This design comes from an exercise in tuning for small area, a short achievable clock period and few clock cycles on the open sky130 flow, not from production work.
Where RTL was checked, it was by simulation tests only, not by an equivalence proof against the original.

==> inputs of run a <==
Design linked_list_sequence_store, start of the top module:
module linked_list_sequence_store #(
    parameter int CAPACITY = llss_pkg::CAPACITY_DEF
) (
    input  wire logic               i_clk,
    input  wire logic               i_rst_n,
    input  wire logic               i_valid,
    output logic                    o_ready,
    input  wire logic [3:0]         i_req_type,
    input  wire logic signed [31:0] i_elem_value,
    input  wire logic signed [31:0] i_anchor_value,
    output logic                    o_valid,
    input  wire logic               i_ready,
    output logic signed [31:0]      o_out_value,
    output logic [1:0]              o_status,
    output logic [6:0]              o_node_total,
    output logic                    o_last_flag
);
make LEC_CHECK=0 CAP_MARGIN=20 CELL_PAD_IN_SITES_DETAIL_PLACEMENT=1 CELL_PAD_IN_SITES_GLOBAL_PLACEMENT=1 CORE_MARGIN=2 CORE_UTILIZATION=30 PLACE_DENSITY=0.4 SETUP_SLACK_MARGIN=4.0 SLEW_MARGIN=20 SYNTH_HIERARCHICAL=1 SYNTH_MINIMUM_KEEP_SIZE=0 finish   # period 7.5 ns
run.sh (not shown) runs the stock make flow with config.mk's settings and CLKGATE_MAP_FILE= SYNTH_SCRIPT=/design/flow/synth_recipe.tcl, a recipe that flattens the netlist after the stock synthesis.
==> run b (differences from run a) <==
--- a/flow/design.v
+++ b/flow/design.v
@@ -15,59 +15,10 @@
     localparam logic [1:0] ST_NOTFOUND = 2'd2;
     localparam logic [1:0] ST_FULL     = 2'd3;
 endpackage
 `default_nettype wire
 `default_nettype none
-module llss_slot (
-    input  wire logic        i_clk,
-    input  wire logic        i_wr,         
-    input  wire logic        i_up,         
-    input  wire logic        i_dn,         
-    input  wire logic [31:0] i_wr_data,
-    input  wire logic [31:0] i_lo,
-    input  wire logic [31:0] i_hi,
-    output logic [31:0]      o_q,
-    input  wire logic [31:0] i_probe,
-    output logic             o_eq          
-);
-    logic hold;
-    assign hold = !(i_wr || i_up || i_dn);
-    always_ff @(posedge i_clk)
-        o_q <= ({32{i_wr}} & i_wr_data) | ({32{i_up}} & i_lo) |
-               ({32{i_dn}} & i_hi) | ({32{hold}} & o_q);
-    assign o_eq = o_q == i_probe;
-endmodule
-module llss_group (
-    input  wire logic        i_clk,
-    input  wire logic [3:0]  i_wr,
-    input  wire logic [3:0]  i_up,
-    input  wire logic [3:0]  i_dn,
-    input  wire logic [31:0] i_wr_data,
-    input  wire logic [31:0] i_lo,         
-    input  wire logic [31:0] i_hi,         
-    output logic [31:0]      o_bot,        
-    output logic [31:0]      o_top,        
-    input  wire logic [31:0] i_probe,
-    output logic [3:0]       o_eq,
-    input  wire logic [3:0]  i_rd_sel,
-    output logic [31:0]      o_rd
-);
-    logic [31:0] q [4];
-    for (genvar k = 0; k < 4; k++) begin : g_s
-        llss_slot u_slot (
-            .i_clk(i_clk), .i_wr(i_wr[k]), .i_up(i_up[k]), .i_dn(i_dn[k]),
-            .i_wr_data(i_wr_data),
-            .i_lo((k == 0) ? i_lo : q[(k == 0) ? 0 : k - 1]),
-            .i_hi((k == 3) ? i_hi : q[(k == 3) ? k : k + 1]),
-            .o_q(q[k]), .i_probe(i_probe), .o_eq(o_eq[k])
-        );
-    end
-    assign o_bot = q[0];
-    assign o_top = q[3];
-    assign o_rd = ({32{i_rd_sel[0]}} & q[0]) | ({32{i_rd_sel[1]}} & q[1]) |
-                  ({32{i_rd_sel[2]}} & q[2]) | ({32{i_rd_sel[3]}} & q[3]);
-endmodule
 module llss_node_store #(
     parameter int CAPACITY = 64
 ) (
     input  wire logic                 i_clk,
     input  wire logic [CAPACITY-1:0]  i_wr,      
@@ -77,28 +28,27 @@
     input  wire logic [31:0]          i_probe,
     output logic [CAPACITY-1:0]       o_eq,      
     input  wire logic [CAPACITY-1:0]  i_rd_sel,  
     output logic [31:0]               o_rd_data
 );
-    localparam int NG = CAPACITY / 4;
-    logic [31:0] bot [NG];
-    logic [31:0] top [NG];
-    logic [31:0] rd [NG];
-    for (genvar g = 0; g < NG; g++) begin : g_grp
-        llss_group u_grp (
-            .i_clk(i_clk), .i_wr(i_wr[4*g +: 4]), .i_up(i_up[4*g +: 4]), .i_dn(i_dn[4*g +: 4]),
-            .i_wr_data(i_wr_data),
-            .i_lo((g == 0) ? i_wr_data : top[(g == 0) ? 0 : g - 1]),
-            .i_hi((g == NG - 1) ? i_wr_data : bot[(g == NG - 1) ? g : g + 1]),
-            .o_bot(bot[g]), .o_top(top[g]),
-            .i_probe(i_probe), .o_eq(o_eq[4*g +: 4]),
-            .i_rd_sel(i_rd_sel[4*g +: 4]), .o_rd(rd[g])
-        );
+    logic [31:0] r_slot [CAPACITY];
+    logic [CAPACITY-1:0] s_hold;
+    logic [31:0] s_rd [CAPACITY];
+    assign s_hold = ~(i_wr | i_up | i_dn);
+    for (genvar i = 0; i < CAPACITY; i++) begin : g_slot
+        logic [31:0] s_lo, s_hi;
+        assign s_lo = (i == 0) ? i_wr_data : r_slot[(i == 0) ? 0 : i - 1];
+        assign s_hi = (i == CAPACITY - 1) ? i_wr_data : r_slot[(i == CAPACITY - 1) ? i : i + 1];
+        always_ff @(posedge i_clk)
+            r_slot[i] <= ({32{i_wr[i]}} & i_wr_data) | ({32{i_up[i]}} & s_lo) |
+                         ({32{i_dn[i]}} & s_hi) | ({32{s_hold[i]}} & r_slot[i]);
+        assign o_eq[i] = r_slot[i] == i_probe;
+        assign s_rd[i] = {32{i_rd_sel[i]}} & r_slot[i];
     end
     always_comb begin
         o_rd_data = '0;
-        for (int g = 0; g < NG; g++) o_rd_data = o_rd_data | rd[g];
+        for (int i = 0; i < CAPACITY; i++) o_rd_data = o_rd_data | s_rd[i];
     end
 endmodule
 `default_nettype wire
 `default_nettype none
 module linked_list_sequence_store #(
@@ -144,12 +94,12 @@
     logic [6:0]   r_cnt;
     logic         r_rev;
     logic         r_ordy;
     logic         c_v;
     logic [3:0]   c_t;
-    logic         c_search;          
-    logic [31:0]  c_ev, c_pr;        
+    logic         c_after, c_search;   
+    logic [31:0]  c_ev, c_av;
     logic         p_v;
     logic [3:0]   p_t;
     logic [31:0]  p_ev;
     logic [N-1:0] p_m;               
     logic         p_cw;              
@@ -164,29 +114,26 @@
     logic         e_multi;           
     logic [1:0]   e_st;
     logic         e_vrd, e_vev;      
     logic [N-1:0] e_rsel;            
     logic [6:0]   e_lrem;            
-    logic         r_ex;              
-    logic         f_v;
-    logic [41:0]  f_res;             
     logic         r_o0v, r_o1v;
-    logic [41:0]  r_o0, r_o1;
+    logic [41:0]  r_o0, r_o1;        
     logic [N-1:0] s_wr, s_up, s_dn, s_eq;
     logic [31:0]  s_probe, s_rd;
-    assign s_probe = c_pr;
+    assign s_probe = c_after ? c_av : c_ev;
     llss_node_store #(.CAPACITY(N)) u_store (
         .i_clk(i_clk), .i_wr(s_wr), .i_up(s_up), .i_dn(s_dn),
         .i_wr_data(e_ev), .i_probe(s_probe), .o_eq(s_eq),
         .i_rd_sel(e_rsel), .o_rd_data(s_rd)
     );
     logic         ex, e_done, e_free;
     logic [N-1:0] v_next;
     logic [6:0]   cnt_next, cnt_up, cnt_dn;
     logic [41:0]  res;
     always_comb begin
-        ex   = r_ex;
+        ex   = e_v && !r_o1v;
         s_wr = (ex && e_ins) ? (e_ge & ~(e_ge << 1)) : '0;
         s_up = (ex && e_ins) ? (e_ge << 1) : '0;
         s_dn = (ex && e_del) ? e_ge : '0;
         v_next   = (ex && e_ins) ? {r_v[N-2:0], 1'b1} : (ex && e_del) ? {1'b0, r_v[N-1:1]} : r_v;
         cnt_up   = r_cnt + 7'd1;
@@ -199,11 +146,11 @@
     logic         p_adv, p_free;
     logic [N-1:0] pm, asc, desc_n, ge_ins, ge_del, last_slot;
     logic         found, empty, full, is_ins, is_del, do_ins, do_del, rev_p;
     logic [1:0]   st;
     always_comb begin
-        p_adv  = p_v && (!e_v || (r_ex && e_last && !(p_search && e_mod)));
+        p_adv  = p_v && (!e_v || (!r_o1v && e_last && !(p_search && e_mod)));
         p_free = !p_v || p_adv;
         pm     = follow(p_m, s_wr, s_up, s_dn, p_cw);
         asc    = or_up(p_m);
         desc_n = ~(or_down(p_m) >> 1);   
         found  = asc[N-1];
@@ -245,18 +192,15 @@
         c_adv  = c_v && p_free;
         c_free = !c_v || c_adv;
         cm     = follow(s_eq, s_wr, s_up, s_dn, e_ev == s_probe) & v_next;
         next_e_ev = p_adv ? p_ev : e_ev;
     end
-    logic take, res_v, f_mv, f_v_n, o0v_n, o1v_n, c_v_n, p_v_n, e_v_n, e_last_n, p_wait_n;
+    logic take, res_v, o1v_n, c_v_n, p_v_n, e_v_n, e_last_n, p_wait_n;
     always_comb begin
         take  = r_o0v && i_ready;
         res_v = ex && e_resp;
-        f_mv  = f_v && (!r_o1v || take);
-        f_v_n = res_v || (f_v && !f_mv);
-        o0v_n = (r_o0v && !take) || r_o1v || f_v;
-        o1v_n = r_o1v ? (!take || f_v) : (f_v && r_o0v && !take);
+        o1v_n = r_o1v ? !take : (res_v && r_o0v && !take);
         c_v_n = (r_ordy && i_valid) || (c_v && !c_adv);
         p_v_n = c_adv || (p_v && !p_adv);
         e_v_n = p_adv || (e_v && !e_done);
         p_wait_n = (c_adv ? c_search : p_search) &&
                    (p_adv ? (do_ins || do_del) : (e_v && !e_done && e_mod));
@@ -270,34 +214,33 @@
             e_v    <= 1'b0;
             r_v    <= '0;
             r_cnt  <= '0;
             r_rev  <= 1'b0;
             r_ordy <= 1'b1;
-            r_ex   <= 1'b0;
-            f_v    <= 1'b0;
             r_o0v  <= 1'b0;
             r_o1v  <= 1'b0;
         end else begin
             c_v   <= c_v_n;
             p_v   <= p_v_n;
             e_v   <= e_v_n;
             r_v   <= v_next;
             r_cnt <= cnt_next;
             if (p_adv) r_rev <= rev_p;
-            r_ordy <= !c_v_n || !p_v_n || !e_v_n ||
-                      (e_last_n && (!f_v_n || !o1v_n) && !p_wait_n);
-            r_ex  <= e_v_n && (!f_v_n || !o1v_n);
-            f_v   <= f_v_n;
-            r_o0v <= o0v_n;
+            r_ordy <= !c_v_n || !p_v_n || !e_v_n || (e_last_n && !o1v_n && !p_wait_n);
             r_o1v <= o1v_n;
+            if (r_o1v) begin
+                if (take) r_o0v <= 1'b1;
+            end else if (res_v) r_o0v <= 1'b1;
+            else if (take) r_o0v <= 1'b0;
         end
         if (r_ordy) begin
             c_t  <= i_req_type;
+            c_after  <= i_req_type == llss_pkg::REQ_INS_AFTER;
             c_search <= i_req_type == llss_pkg::REQ_INS_AFTER ||
                         i_req_type == llss_pkg::REQ_DEL_VALUE;
             c_ev <= i_elem_value;
-            c_pr <= (i_req_type == llss_pkg::REQ_INS_AFTER) ? i_anchor_value : i_elem_value;
+            c_av <= i_anchor_value;
         end
         if (c_adv) begin
             p_t  <= c_t;
             p_search <= c_search;
             p_ev <= c_ev;
@@ -323,13 +266,16 @@
         end else if (ex && e_multi) begin
             e_rsel  <= r_rev ? (e_rsel >> 1) : (e_rsel << 1);
             e_lrem  <= e_lrem - 7'd1;
         end
         e_last <= e_last_n;
-        if (res_v) f_res <= res;
-        if (!r_o0v || take) r_o0 <= r_o1v ? r_o1 : f_res;
-        if (r_o1v ? take : !(!r_o0v || take)) r_o1 <= f_res;
+        if (r_o1v) begin
+            if (take) r_o0 <= r_o1;
+        end else if (res_v) begin
+            if (!r_o0v || take) r_o0 <= res;
+            else r_o1 <= res;
+        end
     end
     assign o_ready      = r_ordy;
     assign o_valid      = r_o0v;
     assign o_out_value  = r_o0[41:10];
     assign o_status     = r_o0[9:8];
Settings changed: CELL_PAD_IN_SITES_DETAIL_PLACEMENT 1 to default, CELL_PAD_IN_SITES_GLOBAL_PLACEMENT 1 to default, CORE_UTILIZATION 30 to 35, PLACE_DENSITY 0.4 to 0.42, SYNTH_HIERARCHICAL 1 to default, SYNTH_MINIMUM_KEEP_SIZE 0 to default.
==> qor summary <==
Post-synthesis register bit count: run a 2602; run b 2559
Post-placement cell count: run a 23100; run b 22300
Adder and majority gate portion of the synthesized area: run a 0.0398%; run b 0.0342%
Post-synthesis instance area: run a 0.151 sq mm; run b 0.147 sq mm
Number of sinks on the clock net: run a 2602; run b 2559
Distinct cell type count after synthesis: run a 91; run b 80
Total half-perimeter wirelength after legalization and detailed placement: run a 756000 um; run b 1310000 um
Run status: run a no timing/DRC/antenna violations; run b aborted with a tool error
Failing step: run a -; run b global routing (5_1_grt)
Number of placement rows: run a 260; run b 237
EDFF count, synth: run a 440; run b 399
Syn. warnings: run a 14; run b 4
Starting density of the core: run a 30.1%; run b 35.2%
Sequential-to-total area share from yosys stat: run a 37.4%; run b 37.7%
Synthesized netlist cell count: run a 17000; run b 17100
TritonCTS Buffers: run a 350; run b 314
Total nets after synthesis: run a 17100; run b 17200
Die W: run a 714 um; run b 651 um
Post-Synth XOR/XNOR Area: run a 12.3%; run b 12.5%
Number of gates given a new drive strength after cts: run a 165; run b 441
Post-CTS Setup Repair Bufs: run a 59; run b 171
Testbench counts of run a, summed over its fixed seeds: cycles 73,886.
Testbench counts of run b, summed over its fixed seeds: cycles 73,878.

==> raven <==
==> flow/design.v <==
`default_nettype none
package llss_pkg;
    localparam int CAPACITY_DEF = 64;
    localparam logic [3:0] REQ_INS_FRONT = 4'd0;
    localparam logic [3:0] REQ_INS_REAR  = 4'd1;
    localparam logic [3:0] REQ_LIST      = 4'd2;
    localparam logic [3:0] REQ_COUNT     = 4'd3;
    localparam logic [3:0] REQ_DEL_VALUE = 4'd4;
    localparam logic [3:0] REQ_DEL_REAR  = 4'd5;
    localparam logic [3:0] REQ_DEL_FRONT = 4'd6;
    localparam logic [3:0] REQ_INS_AFTER = 4'd7;
    localparam logic [3:0] REQ_REVERSE   = 4'd8;
    localparam logic [1:0] ST_OK       = 2'd0;
    localparam logic [1:0] ST_EMPTY    = 2'd1;
    localparam logic [1:0] ST_NOTFOUND = 2'd2;
    localparam logic [1:0] ST_FULL     = 2'd3;
endpackage
`default_nettype wire
`default_nettype none
module llss_node_store #(
    parameter int CAPACITY = 64
) (
    input  wire logic                 i_clk,
    input  wire logic [CAPACITY-1:0]  i_wr,      
    input  wire logic [CAPACITY-1:0]  i_up,      
    input  wire logic [CAPACITY-1:0]  i_dn,      
    input  wire logic [31:0]          i_wr_data,
    input  wire logic [31:0]          i_probe,
    output logic [CAPACITY-1:0]       o_eq,      
    input  wire logic [CAPACITY-1:0]  i_rd_sel,  
    output logic [31:0]               o_rd_data
);
    logic [31:0] r_slot [CAPACITY];
    logic [CAPACITY-1:0] s_hold;
    logic [31:0] s_rd [CAPACITY];
    assign s_hold = ~(i_wr | i_up | i_dn);
    for (genvar i = 0; i < CAPACITY; i++) begin : g_slot
        logic [31:0] s_lo, s_hi;
        assign s_lo = (i == 0) ? i_wr_data : r_slot[(i == 0) ? 0 : i - 1];
        assign s_hi = (i == CAPACITY - 1) ? i_wr_data : r_slot[(i == CAPACITY - 1) ? i : i + 1];
        always_ff @(posedge i_clk)
            r_slot[i] <= ({32{i_wr[i]}} & i_wr_data) | ({32{i_up[i]}} & s_lo) |
                         ({32{i_dn[i]}} & s_hi) | ({32{s_hold[i]}} & r_slot[i]);
        assign o_eq[i] = r_slot[i] == i_probe;
        assign s_rd[i] = {32{i_rd_sel[i]}} & r_slot[i];
    end
    always_comb begin
        o_rd_data = '0;
        for (int i = 0; i < CAPACITY; i++) o_rd_data = o_rd_data | s_rd[i];
    end
endmodule
`default_nettype wire
`default_nettype none
module linked_list_sequence_store #(
    parameter int CAPACITY = llss_pkg::CAPACITY_DEF
) (
    input  wire logic               i_clk,
    input  wire logic               i_rst_n,
    input  wire logic               i_valid,
    output logic                    o_ready,
    input  wire logic [3:0]         i_req_type,
    input  wire logic signed [31:0] i_elem_value,
    input  wire logic signed [31:0] i_anchor_value,
    output logic                    o_valid,
    input  wire logic               i_ready,
    output logic signed [31:0]      o_out_value,
    output logic [1:0]              o_status,
    output logic [6:0]              o_node_total,
    output logic                    o_last_flag
);
    localparam int N = CAPACITY;
    function automatic logic [N-1:0] or_up(input logic [N-1:0] x);
        logic [N-1:0] y;
        y = x;
        for (int d = 1; d < N; d = d * 2) y = y | (y << d);
        or_up = y;
    endfunction
    function automatic logic [N-1:0] or_down(input logic [N-1:0] x);
        logic [N-1:0] y;
        y = x;
        for (int d = 1; d < N; d = d * 2) y = y | (y >> d);
        or_down = y;
    endfunction
    function automatic logic [N-1:0] follow(input logic [N-1:0] m, input logic [N-1:0] wr,
                                            input logic [N-1:0] up, input logic [N-1:0] dn,
                                            input logic new_eq);
        follow = (m & ~(wr | up | dn)) | ((m << 1) & up) | ((m >> 1) & dn) |
                 ({N{new_eq}} & wr);
    endfunction
    function automatic logic is_list_t(input logic [3:0] t);
        is_list_t = t == llss_pkg::REQ_LIST || t == llss_pkg::REQ_REVERSE;
    endfunction
    logic [N-1:0] r_v;               
    logic [6:0]   r_cnt;
    logic         r_rev;
    logic         r_ordy;
    logic         c_v;
    logic [3:0]   c_t;
    logic [31:0]  c_ev, c_av;
    logic         p_v;
    logic [3:0]   p_t;
    logic [31:0]  p_ev;
    logic [N-1:0] p_m;               
    logic         p_cw;              
    logic         e_v;
    logic         e_ins, e_del;      
    logic [N-1:0] e_ge;              
    logic [31:0]  e_ev;
    logic         e_resp;            
    logic         e_multi;           
    logic [1:0]   e_st;
    logic [6:0]   e_tot;
    logic         e_vrd, e_vev;      
    logic [N-1:0] e_rsel;            
    logic [6:0]   e_lrem;            
    logic         r_o0v, r_o1v;
    logic [41:0]  r_o0, r_o1;        
    logic [N-1:0] s_wr, s_up, s_dn, s_eq;
    logic [31:0]  s_probe, s_rd;
    assign s_probe = (c_t == llss_pkg::REQ_INS_AFTER) ? c_av : c_ev;
    llss_node_store #(.CAPACITY(N)) u_store (
        .i_clk(i_clk), .i_wr(s_wr), .i_up(s_up), .i_dn(s_dn),
        .i_wr_data(e_ev), .i_probe(s_probe), .o_eq(s_eq),
        .i_rd_sel(e_rsel), .o_rd_data(s_rd)
    );
    logic         ex, e_done, e_free;
    logic [N-1:0] v_next;
    logic [6:0]   cnt_next;
    logic [41:0]  res;
    always_comb begin
        ex   = e_v && !r_o1v;
        s_wr = (ex && e_ins) ? (e_ge & ~(e_ge << 1)) : '0;
        s_up = (ex && e_ins) ? (e_ge << 1) : '0;
        s_dn = (ex && e_del) ? e_ge : '0;
        v_next   = (ex && e_ins) ? {r_v[N-2:0], 1'b1} : (ex && e_del) ? {1'b0, r_v[N-1:1]} : r_v;
        cnt_next = r_cnt + 7'(ex && e_ins) - 7'(ex && e_del);
        res = {e_vrd ? s_rd : e_vev ? e_ev : 32'd0, e_st, e_tot,
               e_multi ? e_lrem == 7'd1 : 1'b1};
        e_done = ex && !(e_multi && e_lrem > 7'd1);
        e_free = !e_v || e_done;
    end
    logic         p_adv, p_free;
    logic [N-1:0] pm, asc, desc_n, ge_ins, ge_del, last_slot;
    logic         found, empty, full, is_ins, is_del, do_ins, do_del, rev_p;
    logic [1:0]   st;
    always_comb begin
        p_adv  = p_v && e_free;
        p_free = !p_v || p_adv;
        pm     = follow(p_m, s_wr, s_up, s_dn, p_cw);
        asc    = or_up(pm);
        desc_n = ~(or_down(pm) >> 1);    
        found  = asc[N-1];
        empty  = !v_next[0];
        full   = v_next[N-1];
        last_slot = v_next & ~(v_next >> 1);
        rev_p  = r_rev ^ (p_t == llss_pkg::REQ_REVERSE);
        is_ins = p_t == llss_pkg::REQ_INS_FRONT || p_t == llss_pkg::REQ_INS_REAR ||
                 p_t == llss_pkg::REQ_INS_AFTER;
        is_del = p_t == llss_pkg::REQ_DEL_VALUE || p_t == llss_pkg::REQ_DEL_REAR ||
                 p_t == llss_pkg::REQ_DEL_FRONT;
        if (p_t == llss_pkg::REQ_INS_AFTER)
            ge_ins = empty ? '1 : r_rev ? desc_n : (asc << 1);
        else if ((p_t == llss_pkg::REQ_INS_REAR) != r_rev)
            ge_ins = ~v_next;                   
        else
            ge_ins = '1;                        
        if (p_t == llss_pkg::REQ_DEL_VALUE)
            ge_del = r_rev ? desc_n : asc;
        else if ((p_t == llss_pkg::REQ_DEL_REAR) != r_rev)
            ge_del = ~(v_next >> 1);            
        else
            ge_del = '1;                        
        do_ins = is_ins && !full && (p_t != llss_pkg::REQ_INS_AFTER || empty || found);
        do_del = is_del && !empty && (p_t != llss_pkg::REQ_DEL_VALUE || found);
        st = llss_pkg::ST_OK;
        if (is_ins) begin
            if (full) st = llss_pkg::ST_FULL;
            else if (!do_ins) st = llss_pkg::ST_NOTFOUND;
        end else if (is_del || is_list_t(p_t)) begin
            if (empty) st = llss_pkg::ST_EMPTY;
            else if (is_del && !do_del) st = llss_pkg::ST_NOTFOUND;
        end
    end
    logic         c_adv, c_free;
    logic [N-1:0] cm;
    logic [31:0]  next_e_ev;
    always_comb begin
        c_adv  = c_v && p_free;
        c_free = !c_v || c_adv;
        cm     = follow(s_eq, s_wr, s_up, s_dn, e_ev == s_probe) & v_next;
        next_e_ev = p_adv ? p_ev : e_ev;
    end
    logic take, res_v, o1v_n, c_v_n, p_v_n, e_v_n, e_single_n;
    always_comb begin
        take  = r_o0v && i_ready;
        res_v = ex && e_resp;
        o1v_n = r_o1v ? !take : (res_v && r_o0v && !take);
        c_v_n = (r_ordy && i_valid) || (c_v && !c_adv);
        p_v_n = c_adv || (p_v && !p_adv);
        e_v_n = p_adv || (e_v && !e_done);
        e_single_n = p_adv ? !(is_list_t(p_t) && !empty && cnt_next > 7'd1)
                           : !(e_multi && e_lrem > (ex ? 7'd2 : 7'd1));
    end
    always_ff @(posedge i_clk) begin
        if (!i_rst_n) begin
            c_v    <= 1'b0;
            p_v    <= 1'b0;
            e_v    <= 1'b0;
            r_v    <= '0;
            r_cnt  <= '0;
            r_rev  <= 1'b0;
            r_ordy <= 1'b1;
            r_o0v  <= 1'b0;
            r_o1v  <= 1'b0;
        end else begin
            c_v   <= c_v_n;
            p_v   <= p_v_n;
            e_v   <= e_v_n;
            r_v   <= v_next;
            r_cnt <= cnt_next;
            if (p_adv) r_rev <= rev_p;
            r_ordy <= !c_v_n || !p_v_n || !e_v_n || (e_single_n && !o1v_n);
            r_o1v <= o1v_n;
            if (r_o1v) begin
                if (take) r_o0v <= 1'b1;
            end else if (res_v) r_o0v <= 1'b1;
            else if (take) r_o0v <= 1'b0;
        end
        if (r_ordy) begin
            c_t  <= i_req_type;
            c_ev <= i_elem_value;
            c_av <= i_anchor_value;
        end
        if (c_adv) begin
            p_t  <= c_t;
            p_ev <= c_ev;
            p_m  <= cm;
            p_cw <= next_e_ev == s_probe;
        end else if (p_v) begin
            p_m  <= pm;
        end
        if (p_adv) begin
            e_ins   <= do_ins;
            e_del   <= do_del;
            e_ge    <= is_ins ? ge_ins : ge_del;
            e_ev    <= p_ev;
            e_resp  <= p_t <= llss_pkg::REQ_REVERSE;
            e_multi <= is_list_t(p_t) && !empty;
            e_st    <= st;
            e_tot   <= cnt_next + 7'(do_ins) - 7'(do_del);
            e_vrd   <= !empty && (is_list_t(p_t) || p_t == llss_pkg::REQ_DEL_REAR ||
                                  p_t == llss_pkg::REQ_DEL_FRONT);
            e_vev   <= p_t == llss_pkg::REQ_DEL_VALUE && do_del;
            e_rsel  <= (rev_p != (p_t == llss_pkg::REQ_DEL_REAR)) ? last_slot : N'(1);
            e_lrem  <= cnt_next;
        end else if (ex && e_multi) begin
            e_rsel  <= r_rev ? (e_rsel >> 1) : (e_rsel << 1);
            e_lrem  <= e_lrem - 7'd1;
        end
        if (r_o1v) begin
            if (take) r_o0 <= r_o1;
        end else if (res_v) begin
            if (!r_o0v || take) r_o0 <= res;
            else r_o1 <= res;
        end
    end
    assign o_ready      = r_ordy;
    assign o_valid      = r_o0v;
    assign o_out_value  = r_o0[41:10];
    assign o_status     = r_o0[9:8];
    assign o_node_total = r_o0[7:1];
    assign o_last_flag  = r_o0[0];
endmodule
`default_nettype wire
==> flow/run.sh <==
#!/bin/bash
# synth_recipe.tcl (not shown) runs the flow's synth.tcl, then flattens the netlist and writes it again
# the make line also repeats each setting of config.mk as NAME=value (left out here)
make -C /OpenROAD-flow-scripts/flow DESIGN_CONFIG=/design/flow/config.mk WORK_HOME=/design/flow/orfs CLKGATE_MAP_FILE= SYNTH_SCRIPT=/design/flow/synth_recipe.tcl finish
==> flow/config.mk <==
export PLATFORM = sky130hd
export DESIGN_NAME = linked_list_sequence_store
export DESIGN_NICKNAME = linked_list_sequence_store
export VERILOG_FILES = /design/flow/design.v
export SDC_FILE = /design/flow/constraint.sdc
export NUM_CORES = 4
export LEC_CHECK = 0
export ABC_CLOCK_PERIOD_IN_PS = 3000
export CAP_MARGIN = 20
export CORE_MARGIN = 2
export CORE_UTILIZATION = 30
export SETUP_SLACK_MARGIN = 4.0
export SLEW_MARGIN = 20
==> flow/constraint.sdc <==
create_clock -name core_clock -period 7.5 [get_ports {i_clk}]
set_input_delay 1.5000 -clock core_clock [delete_from_list [all_inputs] [get_ports {i_clk}]]
set_output_delay 1.5000 -clock core_clock [all_outputs]
set_load 0.01 [all_outputs]
==> maple: changes against raven <==
--- a/flow/design.v
+++ b/flow/design.v
@@ -98,2 +98,3 @@
     logic [3:0]   c_t;
+    logic         c_after, c_search;   
     logic [31:0]  c_ev, c_av;
@@ -104,4 +105,7 @@
     logic         p_cw;              
+    logic         p_search;
     logic         e_v;
     logic         e_ins, e_del;      
+    logic         e_mod;             
+    logic         e_last;            
     logic [N-1:0] e_ge;              
@@ -111,3 +115,2 @@
     logic [1:0]   e_st;
-    logic [6:0]   e_tot;
     logic         e_vrd, e_vev;      
@@ -119,3 +122,3 @@
     logic [31:0]  s_probe, s_rd;
-    assign s_probe = (c_t == llss_pkg::REQ_INS_AFTER) ? c_av : c_ev;
+    assign s_probe = c_after ? c_av : c_ev;
     llss_node_store #(.CAPACITY(N)) u_store (
@@ -127,3 +130,3 @@
     logic [N-1:0] v_next;
-    logic [6:0]   cnt_next;
+    logic [6:0]   cnt_next, cnt_up, cnt_dn;
     logic [41:0]  res;
@@ -135,6 +138,7 @@
         v_next   = (ex && e_ins) ? {r_v[N-2:0], 1'b1} : (ex && e_del) ? {1'b0, r_v[N-1:1]} : r_v;
-        cnt_next = r_cnt + 7'(ex && e_ins) - 7'(ex && e_del);
-        res = {e_vrd ? s_rd : e_vev ? e_ev : 32'd0, e_st, e_tot,
-               e_multi ? e_lrem == 7'd1 : 1'b1};
-        e_done = ex && !(e_multi && e_lrem > 7'd1);
+        cnt_up   = r_cnt + 7'd1;
+        cnt_dn   = r_cnt - 7'd1;
+        cnt_next = (ex && e_ins) ? cnt_up : (ex && e_del) ? cnt_dn : r_cnt;
+        res = {e_vrd ? s_rd : e_vev ? e_ev : 32'd0, e_st, cnt_next, e_last};
+        e_done = ex && e_last;
         e_free = !e_v || e_done;
@@ -146,7 +150,7 @@
     always_comb begin
-        p_adv  = p_v && e_free;
+        p_adv  = p_v && (!e_v || (!r_o1v && e_last && !(p_search && e_mod)));
         p_free = !p_v || p_adv;
         pm     = follow(p_m, s_wr, s_up, s_dn, p_cw);
-        asc    = or_up(pm);
-        desc_n = ~(or_down(pm) >> 1);    
+        asc    = or_up(p_m);
+        desc_n = ~(or_down(p_m) >> 1);   
         found  = asc[N-1];
@@ -192,3 +196,3 @@
     end
-    logic take, res_v, o1v_n, c_v_n, p_v_n, e_v_n, e_single_n;
+    logic take, res_v, o1v_n, c_v_n, p_v_n, e_v_n, e_last_n, p_wait_n;
     always_comb begin
@@ -200,4 +204,6 @@
         e_v_n = p_adv || (e_v && !e_done);
-        e_single_n = p_adv ? !(is_list_t(p_t) && !empty && cnt_next > 7'd1)
-                           : !(e_multi && e_lrem > (ex ? 7'd2 : 7'd1));
+        p_wait_n = (c_adv ? c_search : p_search) &&
+                   (p_adv ? (do_ins || do_del) : (e_v && !e_done && e_mod));
+        e_last_n = p_adv ? !(is_list_t(p_t) && !empty && cnt_next > 7'd1)
+                         : (ex && e_multi) ? e_lrem == 7'd2 : e_last;
     end
@@ -221,3 +227,3 @@
             if (p_adv) r_rev <= rev_p;
-            r_ordy <= !c_v_n || !p_v_n || !e_v_n || (e_single_n && !o1v_n);
+            r_ordy <= !c_v_n || !p_v_n || !e_v_n || (e_last_n && !o1v_n && !p_wait_n);
             r_o1v <= o1v_n;
@@ -230,2 +236,5 @@
             c_t  <= i_req_type;
+            c_after  <= i_req_type == llss_pkg::REQ_INS_AFTER;
+            c_search <= i_req_type == llss_pkg::REQ_INS_AFTER ||
+                        i_req_type == llss_pkg::REQ_DEL_VALUE;
             c_ev <= i_elem_value;
@@ -235,2 +244,3 @@
             p_t  <= c_t;
+            p_search <= c_search;
             p_ev <= c_ev;
@@ -244,2 +254,3 @@
             e_del   <= do_del;
+            e_mod   <= do_ins || do_del;
             e_ge    <= is_ins ? ge_ins : ge_del;
@@ -249,3 +260,2 @@
             e_st    <= st;
-            e_tot   <= cnt_next + 7'(do_ins) - 7'(do_del);
             e_vrd   <= !empty && (is_list_t(p_t) || p_t == llss_pkg::REQ_DEL_REAR ||
@@ -259,2 +269,3 @@
         end
+        e_last <= e_last_n;
         if (r_o1v) begin
--- a/flow/config.mk
+++ b/flow/config.mk
@@ -7,6 +7,6 @@
 export LEC_CHECK = 0
-export ABC_CLOCK_PERIOD_IN_PS = 3000
 export CAP_MARGIN = 20
 export CORE_MARGIN = 2
-export CORE_UTILIZATION = 30
+export CORE_UTILIZATION = 25
+export PLACE_DENSITY = 0.3
 export SETUP_SLACK_MARGIN = 4.0
==> flow_summary_export.csv <==
group,metric,value,unit
status,status,"stopped before the end",
status,haltStage,"5_1_grt",
status,first-error,"[ERROR GRT-0116] Global routing finished with congestion. Check the congestion regions in the DRC Viewer.",
global_route,grtUsageMet2,0.9109,
yosys,synth_area,148000,um2
yosys,synth-edff-count,403,
global_route,grt_util_met3,0.7797,
global_route,grt_pass1_vias,214100,
yosys,syn-num-nets,17500,
yosys,synth_cell_types,100,
yosys,yosys.area.top_type_share,0.2919,
die,initial_core_util,0.3016,
That was raven.
==> flow_summary_export.csv <==
group,metric,value,unit
yosys,syn-num-nets,17200,
yosys,ys.flop_type,"dfxtp_1",
status,haltStage,"5_1_grt",
yosys,async_flop_share,0,
global_route,grt_util_met3,0.5398,
yosys,synth-edff-count,399,
status,first-error,"[ERROR GRT-0232] Routing congestion too high. Check the congestion heatmap in the GUI.",
status,status,"stopped before the end",
die,initial_core_util,0.2506,
global_route,grtUsageMet2,0.8256,
yosys,yosys.area.top_type_share,0.2951,
That was maple.
Testbench counts of maple, summed over its fixed seeds: cycles 73,878.
The RTL of raven was laid out without a check of its function.

[port drivers added, routing unchanged]
The flow's constraints put no driver on any port. The routed layout listed below was extracted and timed again, unchanged, in two steps. Step 1: set_driving_cell puts a clkbuf_16 on i_clk and a buf_2 on each other input, an assumption about the parent block. Step 2 also shifts input and output timing later by t, the mid clock arrival at the registers, as if the neighbouring blocks saw the same clock. Three values: ideal ports, drivers, drivers and shift; two values: the first two.
run: run a
shift t [ns]: 1.129
slack for setup (ns): 3.792 / 3.792 / 3.409
worst setup path after step 2: input to register
latest minus earliest clock arrival (ns): 0.049 / 0.048
slew at the worst register clock pin (ns): 0.07 / 0.07
After both steps run a still meets setup and hold. For run a, drivers alone change the setup slack by 0.000 ns; drivers and shift together by -0.383 ns.
